What follows belongs to an exercise in optimizing a design on an open flow for small area; a production flow would make more cautious choices. The RTL was checked by simulation tests, not by an equivalence proof against the original design. Power and IR drop assume default switching activity.

==> run a: inputs <==
## merge_frontend_top
module merge_frontend_top (
  input  logic                                     aclk,
  input  logic                                     arst_n,
  input  logic                                     start,
  input  merge_pkg::run_cnt_t                      run_beats,
  input  logic                                     rvalid,
  output logic                                     rready,
  input  merge_pkg::beat_t                         rdata,
  input  merge_pkg::ch_id_t                        rid,
  input  logic                                     rlast,
  output logic [merge_pkg::NUM_CH-1:0]             out_tvalid,
  input  logic [merge_pkg::NUM_CH-1:0]             out_tready,
  output merge_pkg::beat_t [merge_pkg::NUM_CH-1:0] out_tdata,
  output logic [merge_pkg::NUM_CH-1:0]             out_tlast
);
==> module stream_fifo, before the edit <==
module stream_fifo (
  input  logic                 aclk,
  input  logic                 arst_n,
  input  logic                 wr_en,
  input  merge_pkg::ent_t      wr_ent,
  output logic                 rd_valid,
  input  logic                 rd_ready,
  output merge_pkg::ent_t      rd_ent,
  output logic                 full
);
  localparam int D = merge_pkg::OWN_DEPTH;
  merge_pkg::ent_t mem [D];
  logic [D-1:0]    head_q;
  logic            do_rd;
  assign rd_valid = |head_q;
  assign full     = head_q[D-1];
  assign do_rd    = rd_valid & rd_ready;
  always_ff @(posedge aclk) begin
    if (wr_en) begin
      mem[0] <= wr_ent;
      for (int i = 1; i < D; i++) mem[i] <= mem[i-1];
    end
  end
  always_ff @(posedge aclk or negedge arst_n) begin
    if (!arst_n) begin
      head_q <= '0;
    end else if (wr_en & ~do_rd) begin
      head_q <= {head_q[D-2:0], ~rd_valid};
    end else if (do_rd & ~wr_en) begin
      head_q <= {1'b0, head_q[D-1:1]};
    end
  end
  always_comb begin
    rd_ent = '0;
    for (int i = 0; i < D; i++) begin
      rd_ent = rd_ent | ({merge_pkg::ENT_W{head_q[i]}} & mem[i]);
    end
  end
endmodule
Settings: LEC_CHECK=0, CAP_MARGIN=20, CORE_MARGIN=2, CORE_UTILIZATION=70, CTS_CLUSTER_DIAMETER=100, CTS_CLUSTER_SIZE=25, PLACE_DENSITY=0.8, SLEW_MARGIN=20; clock period 6.0 ns.
run.sh (not shown) runs the stock make flow with config.mk's settings and CLKGATE_MAP_FILE= SYNTH_SCRIPT=/design/flow/synth_recipe.tcl, a recipe that flattens the netlist after the stock synthesis.
==> run b: changes against run a <==
--- a/flow/design.v
+++ b/flow/design.v
@@ -125,10 +125,10 @@
 );
   localparam int D = merge_pkg::OWN_DEPTH;
   merge_pkg::ent_t mem [D];
-  logic [D-1:0]    head_q;
+  logic [3:0]      count_q;
   logic            do_rd;
-  assign rd_valid = |head_q;
-  assign full     = head_q[D-1];
+  assign rd_valid = (count_q != '0);
+  assign full     = (count_q == 4'(D));
   assign do_rd    = rd_valid & rd_ready;
   always_ff @(posedge aclk) begin
     if (wr_en) begin
@@ -138,17 +138,17 @@
   end
   always_ff @(posedge aclk or negedge arst_n) begin
     if (!arst_n) begin
-      head_q <= '0;
+      count_q <= '0;
     end else if (wr_en & ~do_rd) begin
-      head_q <= {head_q[D-2:0], ~rd_valid};
+      count_q <= count_q + 1'b1;
     end else if (do_rd & ~wr_en) begin
-      head_q <= {1'b0, head_q[D-1:1]};
+      count_q <= count_q - 1'b1;
     end
   end
   always_comb begin
     rd_ent = '0;
     for (int i = 0; i < D; i++) begin
-      rd_ent = rd_ent | ({merge_pkg::ENT_W{head_q[i]}} & mem[i]);
+      if (count_q == 4'(i + 1)) rd_ent = rd_ent | mem[i];
     end
   end
 endmodule
==> flow/flow/run.sh (new file) <==
#!/bin/bash
# Own layout flow: the standard ORFS flow (standard.sh, standard
# synthesis included) with two changes to how the layout is made:
#  1. port buffers are sky130_fd_sc_hd__buf_1 (every port still gets one)
#  2. CTS inserts no dummy loads
# ORFS writes each step's log under orfs/logs; make's output is in layout.log.
set -euo pipefail
W=$(pwd)
export BUFFER_PORTS_ARGS="-buffer_cell sky130_fd_sc_hd__buf_1"
export CTS_ARGS="-sink_clustering_enable -repair_clock_nets -sink_clustering_size 25 -sink_clustering_max_diameter 100 -dont_use_dummy_load"
bash $W/standard.sh finish > $W/layout.log 2>&1
test -f $W/out/final.def
==> flow/standard.sh (new file) <==
#!/bin/bash
# synth_recipe.tcl (not shown) runs the flow's synth.tcl, then flattens the netlist and writes it again
# the make line also repeats each setting of config.mk as NAME=value (left out here)
make -C /OpenROAD-flow-scripts/flow DESIGN_CONFIG=/design/flow/config.mk WORK_HOME=/design/flow/orfs CLKGATE_MAP_FILE= SYNTH_SCRIPT=/design/flow/synth_recipe.tcl "${@:-finish}"
removed: flow/run.sh
==> comparison table <==
                                                                                                                        run a                      run b
Detail Route met3 WL                                                                                                 45.59 mm                   42.72 mm
Run status                                                                                            complete, no violations    complete, no violations
Buffering overhead                                                                                                    0.03718                    0.02257
Max Clock Freq                                                                                                      205.3 MHz                  187.5 MHz
Fraction of area in clock buffers and inverters                                                                       0.03285                    0.02925
Total of plain and repair buffers excluding clock buffers                                                                 446                        468
R2r worst-path depth                                                                                                       10                         11
Switching power as a share of total power                                                                              0.2387                     0.3350
Power in the clock group                                                                                              10.7 mW                    10.0 mW
Routed length per instance                                                                                           36.03 um                   35.22 um
Worst reg2reg startpoint                                                                            u_run_tagger.tag_data[37]  u_run_tagger.tag_data[42]
Synthesized netlist net count                                                                                            5946                       6056
Stages on the worst setup path                                                                                              5                          7
Share of Yosys cell area claimed by the top area cell type                                                             0.7988                     0.8008
Pin count of the biggest net entering global routing                                                                      216                        221
Hold Path Class                                                                                                   in -> async                 reg -> reg
Synthesized netlist cell count                                                                                           5763                       5856
Arithmetic-cell share of the synthesized area counting full adders, half adders and majority gates                    0.01164                    0.01361
Core area                                                                                                          156200 um2                 156000 um2
Area occupied by multi-input gates                                                                                  18490 um2                  19140 um2
Gate power share                                                                                                        0.106                      0.272
Final worst clock skew                                                                                               30.82 ps                   46.00 ps
Clock latency on the worst-skew pair                                                                                   840 ps                     820 ps
Worst setup path end                                                                                           out_tdata[224]              out_tdata[32]

==> static timing again, ports no longer ideal <==
How much do the figures lean on ideal ports? The routed layouts below were timed once more, with nothing changed but the port constraints.
Step 1 sets driving cells, clkbuf_16 on the clock port and buf_2 on the other inputs (assumed; they add their load-dependent delay and slew).
Step 2 times the ports against the registers' clock, not the clock port: input delays grow and output delays shrink by t, the midpoint of the rising clock arrivals with the driver on.
Three values: ideal ports, drivers, drivers and shift; two values: the first two.
run | t, ns | slack for setup (ns) | clock arrival spread, ns
run a | 0.909 | 1.130 / 1.041 / 1.308 | 0.033 / 0.033
run b | 0.889 | 0.668 / 0.574 / 1.213 | 0.049 / 0.049
After both steps every run listed still meets setup and hold.
